What follows belongs to an exercise in optimizing a design on an open flow for small area, a short achievable clock period and few clock cycles per item; a production flow would make more cautious choices.
In this exercise RTL edits were held to simulation tests only and were not proved equivalent to the original.

## flow/design.v (module list and top-level ports; edited modules follow where they fit)
// module triangle_setup: 2913 lines
module triangle_setup #(
  parameter int COORD_WIDTH   = 16,
  parameter int COEF_WIDTH    = 2*COORD_WIDTH+3,
  parameter int SCREEN_X_SIZE = 800,
  parameter int SCREEN_Y_SIZE = 600,
  parameter int CNT_WIDTH     = 16
) (
  input  logic                                    clk,
  input  logic                                    reset_n,
  input  logic                                    in_valid,
  output logic                                    in_ready,
  input  logic [2:0][1:0][COORD_WIDTH-1:0]        vertexes,
  input  logic [1:0]                              cull_mode,
  output logic                                    out_valid,
  input  logic                                    out_ready,
  output logic [2:0][COORD_WIDTH:0]               edge_a,
  output logic [2:0][COORD_WIDTH:0]               edge_b,
  output logic [2:0][COEF_WIDTH-1:0]              edge_c,
  output logic [COEF_WIDTH-1:0]                   area2,
  output logic [COORD_WIDTH-1:0]                  bbox_xmin,
  output logic [COORD_WIDTH-1:0]                  bbox_xmax,
  output logic [COORD_WIDTH-1:0]                  bbox_ymin,
  output logic [COORD_WIDTH-1:0]                  bbox_ymax,
  input  logic                                    stats_clr,
  output logic [CNT_WIDTH-1:0]                    cnt_in,
  output logic [CNT_WIDTH-1:0]                    cnt_out,
  output logic [CNT_WIDTH-1:0]                    cnt_culled,
  output logic                                    idle
);
  // ...
==> flow/run.sh <==
#!/bin/bash
# synth_recipe.tcl (not shown) runs the flow's synth.tcl, then flattens the netlist and writes it again
# the make line also repeats each setting of config.mk as NAME=value (left out here)
make -C /OpenROAD-flow-scripts/flow DESIGN_CONFIG=/design/flow/config.mk WORK_HOME=/design/flow/orfs CLKGATE_MAP_FILE= SYNTH_SCRIPT=/design/flow/synth_recipe.tcl finish
==> flow/config.mk <==
export PLATFORM = sky130hd
export DESIGN_NAME = triangle_setup
export DESIGN_NICKNAME = triangle_setup
export VERILOG_FILES = /design/flow/design.v
export SDC_FILE = /design/flow/constraint.sdc
export NUM_CORES = 4
export LEC_CHECK = 0
export ABC_AREA = 1
export CAP_MARGIN = 20
export CORE_MARGIN = 2
export CORE_UTILIZATION = 30
export SETUP_SLACK_MARGIN = 2.5
export SLEW_MARGIN = 20
==> flow/constraint.sdc <==
create_clock -name core_clock -period 8.5 [get_ports {clk}]
set_input_delay 1.7000 -clock core_clock [delete_from_list [all_inputs] [get_ports {clk}]]
set_output_delay 1.7000 -clock core_clock [all_outputs]
set_load 0.01 [all_outputs]
==> results.txt, run 1 <==
* Top Metal Used: met5
* Area post-placement at 0.0852 mm2
* Multi-input gate area at 0.0485 mm2
* Mux contribution to synthesized area at 0.320%
* Initial Util at 30.1%
* Worst hold path cell count at 0
* Compound-gate portion of the synthesized area at 11.7%
* Reg2Reg Depth at 12
* Worst EP arrival at 3.96 ns
* IO Pins at 460
* DIE AREA at 0.262 mm2
* Syn Area/Cell at 9.30 um2
* Max reg flops at 192
* Placed Instances at 11848
* Number of core rows at 186
* Cell count after synthesis at 8314
* Post-synth EDFFs at 686
* CTS H-tree lvls at 3
* Outcome: complete, no violations
* Grt ovf at 0
* Simple-gate area share of the yosys netlist at 9.73%
* M3 GR Usage at 5.91%
* Crit. End Element: output pin
* RSZ-0062 raised after global routing: false
* Vias in the first global route at 64757
* Post-Place Worst Slack at 2.99 ns
* Worst Path Required at 6.80 ns
* Clock buffers at 98
* Worst Setup SP: c_q[67]
* Num CTS Buffers at 88
* Flip-flop and latch count at 737
* Worst setup path end: edge_c[102]
* Initial DRC Count at 7296
* Crit-path most repeated cell: inv_1
* Worst-path clk slew at 0.06 ns
Testbench counts, summed over its fixed seeds: cycles 24,032, items 24,000.
==> inputs of run 2 (changes only) <==
--- a/flow/config.mk
+++ b/flow/config.mk
@@ -9,5 +9,5 @@
 export CAP_MARGIN = 20
 export CORE_MARGIN = 2
-export CORE_UTILIZATION = 30
-export SETUP_SLACK_MARGIN = 2.5
+export CORE_UTILIZATION = 50
+export SETUP_SLACK_MARGIN = 3.5
 export SLEW_MARGIN = 20
==> results.txt, run 2 <==
* Outcome: complete, no violations (unchanged)
* Top cell type's share of synthesized area at 26.6% (unchanged)
* Worst-skew pair later-pin latency at 0.74 ns (was 0.80 ns)
* Final Slew Violations at 0 (unchanged)
* Clk sinks at 737 (unchanged)
* Synthesized area at 0.0773 mm2 (unchanged)
* Crit. End Element: flip-flop (was output pin)
* Synth area leaders: edfxtp_1 (27%), fa_1 (20%), xor2_1 (13%) (unchanged)
* GRT Util Overall at 40.8% (was 23.9%)
* Largest net degree at the start of global routing at 173 (was 172)
* Hold Crit Class: flip-flop to flip-flop (unchanged)
* Cell count after synthesis at 8314 (unchanged)
* Commonest cells in the netlist: inv_1 (1320), xor2_1 (1150), nand2_1 (865), fa_1 (785), o22ai_1 (720) (unchanged)
* Synth cell types at 64 (unchanged)
* Final setup vio count at 0 (unchanged)
* CP max FO at 32 (was 5)
* Yosys top cell by area: edfxtp_1 (unchanged)
* Setup TNS at 0 ns (unchanged)
* IO Pins at 460 (unchanged)
* Die Span X at 397 um (was 512 um)
* Area Growth Syn to Fin at 14.9% (was 14.0%)
* Clock Skew at 0.0416 ns (was 0.0741 ns)
* Max reg flops at 192 (unchanged)
* Yosys Warn Count at 1 (unchanged)
* Vias in the first global route at 65483 (was 64757)
* Initial antenna violation count at 13 (was 35)
* Die Span Y at 397 um (was 512 um)
* PnR worst setup slack at 3.52 ns (was 2.84 ns)
* Total wire length at 325 mm (was 320 mm)
* Final estimated routing congestion in global placement at 1.02 (was 0.997)
* Slowest stage cell, crit path: fa_1 (was clkdlybuf4s50_1)
* Initial DRC Count at 8628 (was 7296)
* Crit path cell chain: inv_1, buf_4, o22ai_1, xor2_1, fa_1, fa_1, fa_1, fa_1, inv_1, fa_1, fa_1 (was inv_1, nand4_1, nor2_1, nand4_1, inv_1, nand2_1, inv_1, nand2_1, o21ai_0, xnor2_1, clkdlybuf4s50_1)
* Most common cell in the netlist: inv_1 (unchanged)
* Reg2Reg Setup Slack at 3.52 ns (was 2.88 ns)
* Post-Place Worst Slack at 2.67 ns (was 2.99 ns)
* CP max stage delay at 0.58 ns (was 0.60 ns)
* FFs w/ async S/R, synth at 6.92% (unchanged)
* Worst-path clk slew at 0.06 ns (about the same)
* Hold-fix buffers at CTS at 0 (unchanged)
* Seq/Total Area, Yosys at 28.3% (unchanged)
* Fmax at 0.201 GHz (was 0.177 GHz)
* Critical path class: flip-flop to flip-flop (was flip-flop to output pin)
* CTS tree: yes (unchanged)
* Layout net count at 9954 (was 9818)
* Total vias in the final route at 66517 (was 64344)
* CTS Root Cell: clkbuf_16 (unchanged)
* Crit-path most repeated cell: fa_1 (was inv_1)
* Post-synth EDFFs at 686 (unchanged)
* Worst-Margin Slew at 1.36 ns (was 1.19 ns)
* I/O Buffers at 432 (unchanged)
* Residual DRC count at 0 (unchanged)
* Cell family with most CP delay: adder cells (was simple AND/OR/NAND/NOR gates)
* Fin crit share at 58.6% (was 66.6%)
* Number of core rows at 144 (was 186)
* DRT Pass-1 Iters at 10 (was 8)
* Routed len/inst at 30.1 um (was 26.6 um)
* CTS H-tree lvls at 3 (unchanged)
* Setup crit start kind: flip-flop (unchanged)
* HPWL after DPL at 243 mm (was 245 mm)
* First-pass GRT wire length at 462 mm (was 457 mm)
* DIE AREA at 0.158 mm2 (was 0.262 mm2)
* Crit path buf inv count at 3 (was 4)
* Worst Path Required at 8.90 ns (was 6.80 ns)
* ANT nets after route at 0 (unchanged)
* Final number of hold-violating endpoints at 0 (unchanged)
* Share of cells above drive strength 1 at 6.98% (was 4.64%)
* Tmin final at 4.98 ns (was 5.66 ns)
* Largest regs: cs_q: 192 flops, c_q: 96 flops (unchanged)
* Initial Util at 50.3% (was 30.1%)
* Most frequent cells in the layout: inv_1 (1281), xor2_1 (1140), nand2_1 (860), fa_1 (785), o22ai_1 (719) (was inv_1 (1304), xor2_1 (1150), nand2_1 (865), fa_1 (785), o22ai_1 (720))
* RSZ-0062 raised after global routing: true (was false)
* Grt ovf at 0 (unchanged)
* Via density per instance at 6.15 (was 5.35)
* CTS Buffer Depth at 3 (unchanged)
* Biggest register: cs_q (unchanged)
* Syn Area/Cell at 9.30 um2 (unchanged)
* Total core area at 0.154 mm2 (was 0.257 mm2)
* Area post-placement at 0.0834 mm2 (was 0.0852 mm2)
* Post-route cell area at 0.0888 mm2 (was 0.0882 mm2)
* #FFs+latches synth at 737 (unchanged)
* Worst EP arrival at 5.38 ns (was 3.96 ns)
* Num CTS Buffers at 92 (was 88)
* Synth Flop Type: edfxtp_1 (unchanged)
* Commonest non-fill, non-tap cell in the layout: inv_1 (unchanged)
* Worst slew margin at 9.00% (was 20.0%)
* Max_cap viols at 0 (unchanged)
-- run 2: cell counts after synthesis --
Identical to the previous run, type by type.
-- run 2: logic make-up (layout without fill, tap and decap cells) --
| group | count (synthesis) | count (layout) | share of synthesized area [%] |
|---|---|---|---|
| AOI/OAI and AO/OA | 1530 | 1531 | 11.7 |
| adders and majority gates | 1161 | 1161 | 26.4 |
| and+or+nand+nor | 1774 | 1774 | 9.73 |
| xor gates and xnor gates | 1279 | 1279 | 14.5 |
| DFF | 737 | 737 | 28.3 |
| other | 1 | 36 | 0.00485 |
| buffers and inverters | 1810 | 2236 | 9.09 |
| muxes | 22 | 22 | 0.320 |
-- run 2: layer usage --
metal | vias up | track usage [%] | routed length (um)
met5 | - | 1.27 | 243
met4 | 8 | 26.0 | 26000
li1 | 28165 | - | -
met2 | 4552 | 56.4 | 131000
met3 | 1018 | 13.6 | 42300
met1 | 32774 | 54.5 | 126000
-- run 2: repair_timing --
item | in CTS | in global routing
gates cloned | 6 | 2
buffers inserted | 58 | 83
pin swaps | 12 | 17
gates resized for setup | 125 | 194
endpoints found under the setup margin | 242 | 273
-- run 2: area by class of cell --
type,instances,area [um2]
fillers,13660,65000
multi-input cells,5794,48900
flip-flops and latches,737,21900
repair buffers,715,7040
inverters,1346,5240
well taps,2044,2560
clock buffers,111,2440
clock inverters,60,795
diodes,9,22.5
repair inverters,4,20.0
-- run 2: per-stage QoR --
| stage | hold WS [ns] | cells | util (%) |
|---|---|---|---|
| floorplan | 0.400 | 8340 | - |
| global placement | 0.407 | 10491 | 54.2 |
| detailed placement | 0.405 | 10491 | 54.2 |
| CTS | 0.427 | 10726 | 56.8 |
| global route | 0.439 | 10817 | 57.7 |
| finish | 0.423 | 10820 | 57.7 |
-- run 2: path summary, 6_finish.rpt --
path	startpoint	to	cells after the start
setup / recovery	x_q[18]	cs_q[81]	11
hold / removal	cm2_q[0]	cm3_q[0]	0
setup reg to reg	x_q[18]	cs_q[81]	11
hold reg to reg	cm2_q[0]	cm3_q[0]	0
max in group asynchronous	reset_n	cnt_culled_q[1]	2
min in group asynchronous	reset_n	cnt_out_q[11]	2
==> inputs of run 3 (changes only) <==
--- a/flow/config.mk
+++ b/flow/config.mk
@@ -9,5 +9,5 @@
 export CAP_MARGIN = 20
 export CORE_MARGIN = 2
-export CORE_UTILIZATION = 50
+export CORE_UTILIZATION = 30
 export SETUP_SLACK_MARGIN = 3.5
 export SLEW_MARGIN = 20
==> results.txt, run 3 <==
* Outcome: complete, no violations (unchanged)
* Total wire length at 326 mm (was 325 mm)
* Hold slack at 0.419 ns (was 0.423 ns)
* CTS tree: yes (unchanged)
* Largest regs: cs_q: 192 flops, c_q: 96 flops (unchanged)
* Seq/Total Area, Yosys at 28.3% (unchanged)
* Worst EP arrival at 5.50 ns (was 5.38 ns)
* Clk sinks at 737 (unchanged)
* Crit-path most repeated cell: fa_1 (unchanged)
* DIE AREA at 0.262 mm2 (was 0.158 mm2)
* Fin crit share at 58.3% (was 58.6%)
* Worst-Margin Slew at 1.22 ns (was 1.36 ns)
* Initial DRC Count at 7168 (was 8628)
* HPWL after DPL at 246 mm (was 243 mm)
* Biggest register: cs_q (unchanged)
* ANT nets after route at 0 (unchanged)
* Worst-path clk slew at 0.06 ns (about the same)
* FFs w/ async S/R, synth at 6.92% (unchanged)
* CP max stage delay at 0.81 ns (was 0.58 ns)
* Setup TNS at 0 ns (unchanged)
* Worst-skew pair later-pin latency at 0.79 ns (was 0.74 ns)
* Synth cell types at 64 (unchanged)
* Most common cell in the netlist: inv_1 (unchanged)
* GRT Util Overall at 24.4% (was 40.8%)
* Cell family with most CP delay: adder cells (unchanged)
* Top cell type's share of synthesized area at 26.6% (unchanged)
* Yosys top cell by area: edfxtp_1 (unchanged)
* Max reg flops at 192 (unchanged)
* Vias in the first global route at 65124 (was 65483)
* Crit. End Element: flip-flop (unchanged)
* Total vias in the final route at 64946 (was 66517)
* CP max FO at 24 (was 32)
* Clock Skew at 0.0344 ns (was 0.0416 ns)
* Synthesized area at 0.0773 mm2 (unchanged)
* Initial antenna violation count at 34 (was 13)
* Total core area at 0.257 mm2 (was 0.154 mm2)
* CTS Buffer Depth at 3 (unchanged)
* Final estimated routing congestion in global placement at 1.02 (about the same)
* Syn Area/Cell at 9.30 um2 (unchanged)
* Yosys Warn Count at 1 (unchanged)
* CTS H-tree lvls at 3 (unchanged)
* Synth area leaders: edfxtp_1 (27%), fa_1 (20%), xor2_1 (13%) (unchanged)
* IO Pins at 460 (unchanged)
* Final Slew Violations at 0 (unchanged)
* Grt ovf at 0 (unchanged)
* Commonest cells in the netlist: inv_1 (1320), xor2_1 (1150), nand2_1 (865), fa_1 (785), o22ai_1 (720) (unchanged)
* Critical path class: flip-flop to flip-flop (unchanged)
* CTS Root Cell: clkbuf_16 (unchanged)
* Slowest stage cell, crit path: fa_1 (unchanged)
* Final number of hold-violating endpoints at 0 (unchanged)
* Share of cells above drive strength 1 at 7.04% (was 6.98%)
* First-pass GRT wire length at 464 mm (was 462 mm)
* Hold-fix buffers at CTS at 0 (unchanged)
* Cell count after synthesis at 8314 (unchanged)
* Residual DRC count at 0 (unchanged)
* Num CTS Buffers at 89 (was 92)
* Final setup vio count at 0 (unchanged)
* Most frequent cells in the layout: inv_1 (1272), xor2_1 (1145), nand2_1 (857), fa_1 (785), o22ai_1 (720) (was inv_1 (1281), xor2_1 (1140), nand2_1 (860), fa_1 (785), o22ai_1 (719))
* Post-synth EDFFs at 686 (unchanged)
* Crit path buf inv count at 4 (was 3)
* Routed len/inst at 26.8 um (was 30.1 um)
* Layout net count at 9953 (was 9954)
* Area Growth Syn to Fin at 16.5% (was 14.9%)
* Commonest non-fill, non-tap cell in the layout: inv_1 (unchanged)
* Tmin final at 4.95 ns (was 4.98 ns)
* #FFs+latches synth at 737 (unchanged)
* Synth Flop Type: edfxtp_1 (unchanged)
* DRT Pass-1 Iters at 9 (was 10)
* Hold Crit Class: flip-flop to flip-flop (unchanged)
* Worst slew margin at 18.4% (was 9.00%)
* RSZ-0062 raised after global routing: true (unchanged)
* Util after Layout at 35.1% (was 57.7%)
* Worst Path Required at 9.04 ns (was 8.90 ns)
* Die Span X at 512 um (was 397 um)
* Crit path cell chain: inv_2, buf_12, o22ai_1, xor2_1, ha_1, inv_1, fa_1, fa_1, fa_1, inv_1, fa_1, fa_1 (was inv_1, buf_4, o22ai_1, xor2_1, fa_1, fa_1, fa_1, fa_1, inv_1, fa_1, fa_1)
* Number of core rows at 186 (was 144)
* Die Span Y at 512 um (was 397 um)
* Fmax at 0.202 GHz (was 0.201 GHz)
* Max_cap viols at 0 (unchanged)
* Via density per instance at 5.34 (was 6.15)
* Initial Util at 30.1% (was 50.3%)
* Largest net degree at the start of global routing at 172 (was 173)
* Setup crit start kind: flip-flop (unchanged)
* I/O Buffers at 432 (unchanged)
## run 3: changes by cell type in the layout (fill, tap and decap cells not counted), sizes merged, moves of 7 or more
cell	delta
buf	+14
clkinvlp	-9
dlygate4sd2	+7
clkinv	+11
clkdlybuf4s50	-20
inv	+8
clkbuf	-15
## run 3: what timing repair did
action / in CTS / in global routing
setup endpoints to repair: 279 / 181
pin swaps: 14 / 19
endpoints found under the hold margin: 0 / 0
cloned: 1 / 1
gates resized for setup: 130 / 159
buffers inserted: 52 / 81
## run 3: layout make-up
cell class	instances	area, um2
Clock inverter	70	816
Clock buffer	97	2260
Inverter	1346	5220
Multi-Input combinational cell	5793	48800
Antenna cell	15	37.5
Sequential cell	737	21900
Timing Repair Buffer	720	6850
Fill cell	26032	167000
Tap cell	3384	4230
Timing Repair inverter	2	12.5
## run 3: worst register-to-register path, cell delays in order, from the launching register on
cell,delay [ns]
edfxtp_1,0.54
inv_2,0.25
buf_12,0.25
o22ai_1,0.14
xor2_1,0.18
ha_1,0.32
inv_1,0.06
fa_1,0.50
fa_1,0.53
fa_1,0.58
inv_1,0.07
fa_1,0.51
fa_1,0.81
## run 3: layer usage
layer	GRT usage [%]	wire, um
met1	30.4	126000
met2	36.7	140000
met3	6.56	32700
met4	16.7	26900
met5	0	205
## run 3: kinds of logic after synthesis
family / share of synthesized area, %
other: 0.00485
DFF: 28.3
and+or+nand+nor: 9.73
xor gates and xnor gates: 14.5
muxes: 0.320
buffers and inverters: 9.09
adders and majority gates: 26.4
AOI/OAI and AO/OA: 11.7
## run 3: per-stage QoR
step           std cells  area (um2)  setup WS, ns
2_1_floorplan       8340       77400          3.31
3_3_place_gp       11845       85200          3.01
3_5_place_dp       11845       85200          2.94
4_1_cts            12065       88900          3.34
5_1_grt            12159       90100          3.33
6_report           12164       90100          3.55
## run 3: final timing paths
path / end / slack (ns) / cells past startpoint / startpoint
min reg2reg: cm3_q[1] / 0.42 / 0 / cm2_q[1]
min: cm3_q[1] / 0.42 / 0 / cm2_q[1]
max: cs_q[10] / 3.55 / 12 / yt_q[8]
min in group asynchronous: cnt_culled_q[1] / 1.04 / 2 / reset_n
max reg2reg: cs_q[10] / 3.55 / 12 / yt_q[8]
max in group asynchronous: cnt_in_q[4] / 6.99 / 2 / reset_n
==> inputs of run 4 (changes only) <==
==> flow/flow/run.sh (new file) <==
#!/bin/bash
# The standard layout (standard.sh: standard synthesis, floorplan, place,
# CTS, route, finish), with one change: the buffers that placement puts on
# every input and output port are made from sky130_fd_sc_hd__buf_1 rather
# than the cell buffer_ports picks by default. Timing repair still resizes
# them as needed. The full make/OpenROAD/Yosys output goes to standard.log;
# ORFS's per-step logs stay under orfs/logs/.
set -euo pipefail
export BUFFER_PORTS_ARGS="-buffer_cell sky130_fd_sc_hd__buf_1"
bash standard.sh > standard.log 2>&1
==> flow/standard.sh (new file) <==
#!/bin/bash
# synth_recipe.tcl (not shown) runs the flow's synth.tcl, then flattens the netlist and writes it again
# the make line also repeats each setting of config.mk as NAME=value (left out here)
make -C /OpenROAD-flow-scripts/flow DESIGN_CONFIG=/design/flow/config.mk WORK_HOME=/design/flow/orfs CLKGATE_MAP_FILE= SYNTH_SCRIPT=/design/flow/synth_recipe.tcl "${@:-finish}"
--- a/flow/config.mk
+++ b/flow/config.mk
@@ -10,4 +10,4 @@
 export CORE_MARGIN = 2
 export CORE_UTILIZATION = 30
-export SETUP_SLACK_MARGIN = 3.5
+export SETUP_SLACK_MARGIN = 3.75
 export SLEW_MARGIN = 20
removed: flow/run.sh
==> results.txt, run 4 <==
* Outcome: complete, no violations (unchanged)
* Critical path class: flip-flop to flip-flop (unchanged)
* Commonest cells in the netlist: inv_1 (1320), xor2_1 (1150), nand2_1 (865), fa_1 (785), o22ai_1 (720) (unchanged)
* Worst Path Required at 9.04 ns (about the same)
* WL met3 at 34.5 mm (was 32.7 mm)
* CTS Root Cell: clkbuf_16 (unchanged)
* Post-synth EDFFs at 686 (unchanged)
* FFs w/ async S/R, synth at 6.92% (unchanged)
* Met2 WL post-DR at 139 mm (was 140 mm)
* Max_cap viols at 0 (unchanged)
* Synth cell types at 64 (unchanged)
* Crit-path most repeated cell: fa_1 (unchanged)
* Seq/Total Area, Yosys at 28.3% (unchanged)
* Hold path start: cm2_q[1] (unchanged)
* Util after Layout at 34.7% (was 35.1%)
* Routed len/inst at 26.8 um (about the same)
* Worst hold path cell count at 0 (unchanged)
* Synth area leaders: edfxtp_1 (27%), fa_1 (20%), xor2_1 (13%) (unchanged)
* Grt ovf at 0 (unchanged)
* WHS Endpoint: cm3_q[1] (unchanged)
* Via density per instance at 5.38 (was 5.34)
* Yosys top cell by area: edfxtp_1 (unchanged)
* I/O Buffers at 432 (unchanged)
* Layout net count at 10024 (was 9953)
* Cell family with most CP delay: adder cells (unchanged)
* Top cell type's share of synthesized area at 26.6% (unchanged)
* Commonest non-fill, non-tap cell in the layout: inv_1 (unchanged)
* Max reg flops at 192 (unchanged)
* Number of core rows at 186 (unchanged)
* Crit. End Element: flip-flop (unchanged)
* #FFs+latches synth at 737 (unchanged)
* CP max stage delay at 0.55 ns (was 0.81 ns)
* Final estimated routing congestion in global placement at 1.02 (about the same)
* Setup TNS at 0 ns (unchanged)
* Non-filler instance count after layout at 12249 (was 12164)
* Total core area at 0.257 mm2 (unchanged)
* Most frequent cells in the layout: inv_1 (1262), xor2_1 (1132), nand2_1 (853), fa_1 (773), o22ai_1 (699) (was inv_1 (1272), xor2_1 (1145), nand2_1 (857), fa_1 (785), o22ai_1 (720))
* Yosys Warn Count at 1 (unchanged)
* Syn Area/Cell at 9.30 um2 (unchanged)
* Share of cells above drive strength 1 at 8.81% (was 7.04%)
* Multi-input gate area at 0.0493 mm2 (was 0.0488 mm2)
* Hold-fix buffers at CTS at 0 (unchanged)
* Clk sinks at 737 (unchanged)
* Final Slew Violations at 0 (unchanged)
* Total vias in the final route at 65940 (was 64946)
* Setup crit start kind: flip-flop (unchanged)
* Synthesized area at 0.0773 mm2 (unchanged)
* R2r endpoint: cs_q[149] (was cs_q[10])
* HPWL after DPL at 247 mm (was 246 mm)
* Fmax at 0.209 GHz (was 0.202 GHz)
* Slowest stage cell, crit path: fa_1 (unchanged)
* DIE AREA at 0.262 mm2 (unchanged)
* Die Span Y at 512 um (unchanged)
* Biggest register: cs_q (unchanged)
* Reg2Reg Setup Slack at 3.71 ns (was 3.55 ns)
* Largest net degree at the start of global routing at 139 (was 172)
* Worst Setup SP: x_q[13] (was yt_q[8])
* Worst EP arrival at 5.33 ns (was 5.50 ns)
* Final setup vio count at 0 (unchanged)
* Initial Util at 30.1% (unchanged)
* ANT nets after route at 0 (unchanged)
* FILL cells at 26052 (was 26032)
* Clock Skew at 0.0482 ns (was 0.0344 ns)
* Cell count after synthesis at 8314 (unchanged)
* Hold Crit Class: flip-flop to flip-flop (unchanged)
* Worst-path clk slew at 0.07 ns (was 0.06 ns)
* Initial antenna violation count at 62 (was 34)
* CP max FO at 21 (was 24)
* GRT Util Overall at 24.3% (was 24.4%)
* Fin crit share at 56.3% (was 58.3%)
* Vias in the first global route at 65288 (was 65124)
* Top Metal Used: met5 (unchanged)
* Sequential Area at 0.0219 mm2 (unchanged)
* Die Span X at 512 um (unchanged)
* Worst-Margin Slew at 1.01 ns (was 1.22 ns)
* Beginning of the worst register-to-register path: x_q[13] (was yt_q[8])
* Synth Flop Type: edfxtp_1 (unchanged)
* DRT Pass-1 Iters at 7 (was 9)
* Most common cell in the netlist: inv_1 (unchanged)
* Post-route cell area at 0.0891 mm2 (was 0.0901 mm2)
* CTS H-tree lvls at 3 (unchanged)
* Crit path buf inv count at 6 (was 4)
* Num CTS Buffers at 89 (unchanged)
* CTS tree: yes (unchanged)
* Detailed-routing wirelength on met1 at 125 mm (was 126 mm)
* Tmin final at 4.79 ns (was 4.95 ns)
* Area post-placement at 0.0825 mm2 (was 0.0852 mm2)
* First-pass GRT wire length at 464 mm (about the same)
* Total wire length at 329 mm (was 326 mm)
* IO Pins at 460 (unchanged)
* Placed Instances at 11846 (was 11845)
* CTS Buffer Depth at 3 (unchanged)
* Area Growth Syn to Fin at 15.2% (was 16.5%)
* Crit path cell chain: clkinvlp_4, buf_4, buf_12, o22ai_1, xor2_1, fa_1, fa_1, inv_1, fa_1, inv_1, fa_1, inv_1, fa_1, fa_1 (was inv_2, buf_12, o22ai_1, xor2_1, ha_1, inv_1, fa_1, fa_1, fa_1, inv_1, fa_1, fa_1)
* Residual DRC count at 0 (unchanged)
* Worst slew margin at 32.7% (was 18.4%)
* Final number of hold-violating endpoints at 0 (unchanged)
* Initial DRC Count at 7231 (was 7168)
* Reg2Reg Depth at 14 (was 12)
* RSZ-0062 raised after global routing: true (unchanged)
* Largest regs: cs_q: 192 flops, c_q: 96 flops (unchanged)
* Worst-skew pair later-pin latency at 0.80 ns (was 0.79 ns)
==> run 4: cell counts after synthesis <==
No cell type changed its count.
==> run 4: cells by family (layout without fill, tap and decap cells) <==
group | after synthesis | in the layout | synth area share, %
adder cells (fa/ha/maj) | 1161 | 1161 | 26.4
flip-flops | 737 | 737 | 28.3
XOR/XNOR | 1279 | 1279 | 14.5
multiplexers | 22 | 22 | 0.320
AO/OA/AOI/OAI | 1530 | 1533 | 11.7
AND/OR/NAND/NOR | 1774 | 1774 | 9.73
other | 1 | 57 | 0.00485
buffers and inverters | 1810 | 2302 | 9.09
==> run 4: worst reg2reg max path, stage by stage, from the launching register on <==
cell        delay [ns]
edfxtp_1          0.46
clkinvlp_4        0.16
buf_4             0.17
buf_12            0.16
o22ai_1           0.22
xor2_1            0.19
fa_1              0.45
fa_1              0.49
inv_1             0.06
fa_1              0.53
inv_1             0.05
fa_1              0.55
inv_1             0.07
fa_1              0.51
fa_1              0.48
==> run 4: area by class of cell <==
cell class                      instances  share of cell area, %
Clock buffer                          103                   2.56
Multi-Input combinational cell       5796                   55.3
Timing Repair inverter                  1                0.00843
Sequential cell                       737                   24.6
Timing Repair Buffer                  789                   6.06
Tap cell                             3384                   4.75
Antenna cell                           30                 0.0843
Inverter                             1346                   5.96
Clock inverter                         63                  0.719
==> run 4: worst max-delay path by stage <==
stage            endpoint  cells after the start
2_1_floorplan    in_ready                      2
3_3_place_gp     cs_q[17]                     12
3_5_place_dp     cs_q[17]                     12
4_1_cts          cs_q[17]                     12
5_1_grt        edge_c[67]                     10
6_report        cs_q[149]                     14
==> run 4: per-stage QoR <==
stage          worst slack (ns)  hold WS, ns
6_report                   3.71        0.432
5_1_grt                    3.59        0.435
4_1_cts                    3.67        0.435
3_5_place_dp               2.82        0.422
3_3_place_gp               2.84        0.406
2_1_floorplan              3.31        0.400
==> run 4: what timing repair did <==
| item | CTS | global route |
|---|---|---|
| resized for setup | 231 | 276 |
| pin swaps | 34 | 78 |
| setup buffers | 111 | 84 |
| gates cloned | 3 | 9 |
| endpoints found under the setup margin | 319 | 162 |
==> run 4: layer usage <==
metal  global-route usage (%)  vias to the layer above
met5                        0                        -
met4                     19.2                       46
met3                     6.45                     1013
met2                     35.8                     3969
met1                     30.1                    32568
li1                         -                    28344
==> inputs of run 5 (changes only) <==
--- a/flow/config.mk
+++ b/flow/config.mk
@@ -10,4 +10,4 @@
 export CORE_MARGIN = 2
 export CORE_UTILIZATION = 30
-export SETUP_SLACK_MARGIN = 3.75
+export SETUP_SLACK_MARGIN = 4.0
 export SLEW_MARGIN = 20
==> results.txt, run 5 <==
* Compound-gate portion of the synthesized area at 11.7% (unchanged)
* Die Span Y at 512 um (unchanged)
* Num CTS Buffers at 89 (unchanged)
* Post-Place Worst Slack at 3.08 ns (was 2.82 ns)
* Synth Flop Type: edfxtp_1 (unchanged)
* DIE AREA at 0.262 mm2 (unchanged)
* GRT busiest layer: met2 (unchanged)
* Syn Area/Cell at 9.30 um2 (unchanged)
* Critical path class: flip-flop to flip-flop (unchanged)
* Worst setup path end: cs_q[17] (was cs_q[149])
* Synth area leaders: edfxtp_1 (27%), fa_1 (20%), xor2_1 (13%) (unchanged)
* M3 GR Usage at 7.26% (was 6.45%)
* Commonest cells in the netlist: inv_1 (1320), xor2_1 (1150), nand2_1 (865), fa_1 (785), o22ai_1 (720) (unchanged)
* Synth cell types at 64 (unchanged)
* Setup crit start kind: flip-flop (unchanged)
* Largest family of logic cells by synthesized area: adder cells (unchanged)
* Seq/Total Area, Yosys at 28.3% (unchanged)
* Met2 usage at 37.6% (was 35.8%)
* CP max FO at 3 (was 21)
* #FFs+latches synth at 737 (unchanged)
* Initial DRC Count at 8117 (was 7231)
* Met1 Use GR at 31.0% (was 30.1%)
* Beginning of the worst register-to-register path: yo_q[9] (was x_q[13])
* Simple-gate area share of the yosys netlist at 9.73% (unchanged)
* Reg2Reg Depth at 15 (was 14)
* Hold path start: cm2_q[1] (unchanged)
* Hold Crit Class: flip-flop to flip-flop (unchanged)
* Total wire length at 345 mm (was 329 mm)
* CTS Buffer Depth at 3 (unchanged)
* ANT nets after route at 0 (unchanged)
* Biggest register: cs_q (unchanged)
* Die Span X at 512 um (unchanged)
* Placed Instances at 11842 (was 11846)
* DRT Pass-1 Iters at 8 (was 7)
* Vias in the first global route at 66516 (was 65288)
* Final estimated routing congestion in global placement at 1.00 (was 1.02)
* Most frequent cells in the layout: inv_1 (1193), xor2_1 (1110), nand2_1 (833), fa_1 (718), edfxtp_1 (686) (was inv_1 (1262), xor2_1 (1132), nand2_1 (853), fa_1 (773), o22ai_1 (699))
* Fin crit share at 56.3% (about the same)
* Worst EP arrival at 5.31 ns (was 5.33 ns)
* Worst-skew pair later-pin latency at 0.81 ns (was 0.80 ns)
* I/O Buffers at 432 (unchanged)
* Layout net count at 10172 (was 10024)
* Crit. End Element: flip-flop (unchanged)
* Outcome: complete, no violations (unchanged)
* Cell count after synthesis at 8314 (unchanged)
* Worst Setup SP: yo_q[9] (was x_q[13])
* Final number of hold-violating endpoints at 0 (unchanged)
* Area Growth Syn to Fin at 20.3% (was 15.2%)
* Adder-cell share of the synthesized area at 26.4% (unchanged)
* HPWL after DPL at 248 mm (was 247 mm)
* Initial antenna violation count at 53 (was 62)
* IO Pins at 460 (unchanged)
* Final setup vio count at 0 (unchanged)
* CTS H-tree lvls at 3 (unchanged)
* Max_cap viols at 0 (unchanged)
* PnR worst setup slack at 3.71 ns (about the same)
* Worst slew margin at 21.8% (was 32.7%)
* Worst Path Required at 9.03 ns (was 9.04 ns)
* Total vias in the final route at 67313 (was 65940)
* CTS tree: yes (unchanged)
* Top cell type's share of synthesized area at 26.6% (unchanged)
* Tmin final at 4.79 ns (about the same)
* Final Slew Violations at 0 (unchanged)
* Mux contribution to synthesized area at 0.320% (unchanged)
* GRT Util Overall at 25.3% (was 24.3%)
* RSZ-0062 raised after global routing: true (unchanged)
* Most common cell in the netlist: inv_1 (unchanged)
* Via density per instance at 5.43 (was 5.38)
* Commonest non-fill, non-tap cell in the layout: inv_1 (unchanged)
* Post-synth EDFFs at 686 (unchanged)
* Share of cells above drive strength 1 at 14.0% (was 8.81%)
* Largest regs: cs_q: 192 flops, c_q: 96 flops (unchanged)
* Non-filler instance count after layout at 12394 (was 12249)
* First-pass GRT wire length at 480 mm (was 464 mm)
* Worst-path clk slew at 0.07 ns (about the same)
* Worst-Margin Slew at 1.16 ns (was 1.01 ns)
* Clk sinks at 737 (unchanged)
* R2r endpoint: cs_q[17] (was cs_q[149])
* Yosys top cell by area: edfxtp_1 (unchanged)
* Fmax at 0.209 GHz (about the same)
* Max reg flops at 192 (unchanged)
* Number of core rows at 186 (unchanged)
* Residual DRC count at 0 (unchanged)
* Initial Util at 30.1% (unchanged)
* Reg2Reg Setup Slack at 3.71 ns (about the same)
* Total core area at 0.257 mm2 (unchanged)
* Largest net degree at the start of global routing at 162 (was 139)
* FFs w/ async S/R, synth at 6.92% (unchanged)
* Clock Skew at 0.0671 ns (was 0.0482 ns)
* Synthesized area at 0.0773 mm2 (unchanged)
* Synth Area in XOR/XNOR at 14.5% (unchanged)
* Routed len/inst at 27.8 um (was 26.8 um)
* Yosys Warn Count at 1 (unchanged)
* Setup TNS at 0 ns (unchanged)
* Grt ovf at 0 (unchanged)
* CTS Root Cell: clkbuf_16 (unchanged)
==> run 5: cell counts after synthesis <==
No cell type changed its count.
==> run 5: worst min path at each step <==
stage | end | slack [ns] | cells past startpoint
CTS | cm3_q[1] | 0.38 | 0
global placement | cm3_q[0] | 0.41 | 0
global route | cm3_q[0] | 0.40 | 0
floorplan | cm2_q[0] | 0.40 | 0
finish | cm3_q[1] | 0.40 | 0
detailed placement | cm3_q[0] | 0.41 | 0
==> run 5: cell type report <==
| type | count | area (um2) |
|---|---|---|
| Clock buffer | 100 | 2300 |
| Inverter | 1346 | 5390 |
| Timing Repair inverter | 4 | 22.5 |
| Antenna cell | 27 | 67.6 |
| Clock inverter | 66 | 623 |
| Fill cell | 25812 | 164000 |
| Timing Repair Buffer | 935 | 8000 |
| Tap cell | 3384 | 4230 |
| Multi-Input combinational cell | 5795 | 50500 |
| Sequential cell | 737 | 21900 |
==> run 5: critical path: stages (launching register included) <==
cell,delay [ns]
edfxtp_1,0.43
clkinvlp_4,0.19
buf_12,0.17
buf_6,0.10
buf_6,0.12
o22ai_4,0.17
xor2_2,0.19
fa_1,0.46
fa_1,0.53
inv_2,0.04
fa_1,0.49
inv_2,0.05
fa_2,0.56
inv_2,0.04
fa_2,0.55
fa_2,0.44
==> run 5: kinds of logic (layout without fill, tap and decap cells) <==
family                   Yosys count  count (layout)
AND/OR/NAND/NOR                 1774            1776
other                              1              54
multiplexers                      22              22
flip-flops                       737             737
adder cells (fa/ha/maj)         1161            1161
XOR/XNOR                        1279            1279
buffers and inverters           1810            2451
AO/OA/AOI/OAI                   1530            1530
==> run 5: stage by stage <==
stage | hold WS, ns | instance area (um2) | util (%)
finish | 0.401 | 93000 | 36.2
global route | 0.405 | 93000 | 36.2
CTS | 0.384 | 90100 | 35.1
detailed placement | 0.406 | 82500 | 32.1
global placement | 0.405 | 82500 | 32.1
floorplan | 0.400 | 77600 | -
==> run 5: layer usage <==
layer | share of wire (%) | wire length, um
met5 | 0.071 | 244
met4 | 9.4 | 32600
met3 | 11 | 38600
met2 | 42 | 146000
met1 | 37 | 127000
==> run 5: timing repair <==
item	CTS	global route
cloned	35	18
setup endpoints to repair	361	232
pin swaps	115	211
hold buffers	0	0
buffers inserted	206	99
gates resized for setup	572	510

what the ideal ports hide:
The flow's constraints put no driver on any port. The routed layouts listed below were extracted and timed again, unchanged, in two steps. Step 1: set_driving_cell puts a clkbuf_16 on clk and a buf_2 on each other input, an assumption about the parent block. Step 2 adds t to the input delays and takes it off the output delays; t is the mean of the earliest and latest rising clock arrival at the registers after step 1. Input paths then give back, and output paths get back, about the clock's delay inside the block. a / b / c = no drivers / after step 1 / after step 2; a / b = the first two.
| run | t (ns) | setup WS [ns] | latest minus earliest clock arrival (ns) | worst slew at a driven data input, ns | cell pins on the clock port's net |
|---|---|---|---|---|---|
| run 1 | 0.860 | 2.838 / 2.742 / 2.877 | 0.074 / 0.074 | 0.19 | 1 |
| run 2 | 0.813 | 3.521 / 3.498 / 2.942 | 0.041 / 0.042 | 0.16 | 1 |
| run 3 | 0.864 | 3.547 / 3.477 / 3.524 | 0.042 / 0.042 | 0.19 | 1 |
| run 4 | 0.865 | 3.714 / 3.664 / 3.714 | 0.054 / 0.053 | 0.24 | 1 |
| run 5 | 0.874 | 3.714 / 3.714 / 3.714 | 0.068 / 0.068 | 0.17 | 1 |
After both steps every run listed still meets setup and hold. For run 2, which loses most, drivers alone change the setup slack by -0.023 ns; drivers and shift together by -0.579 ns.
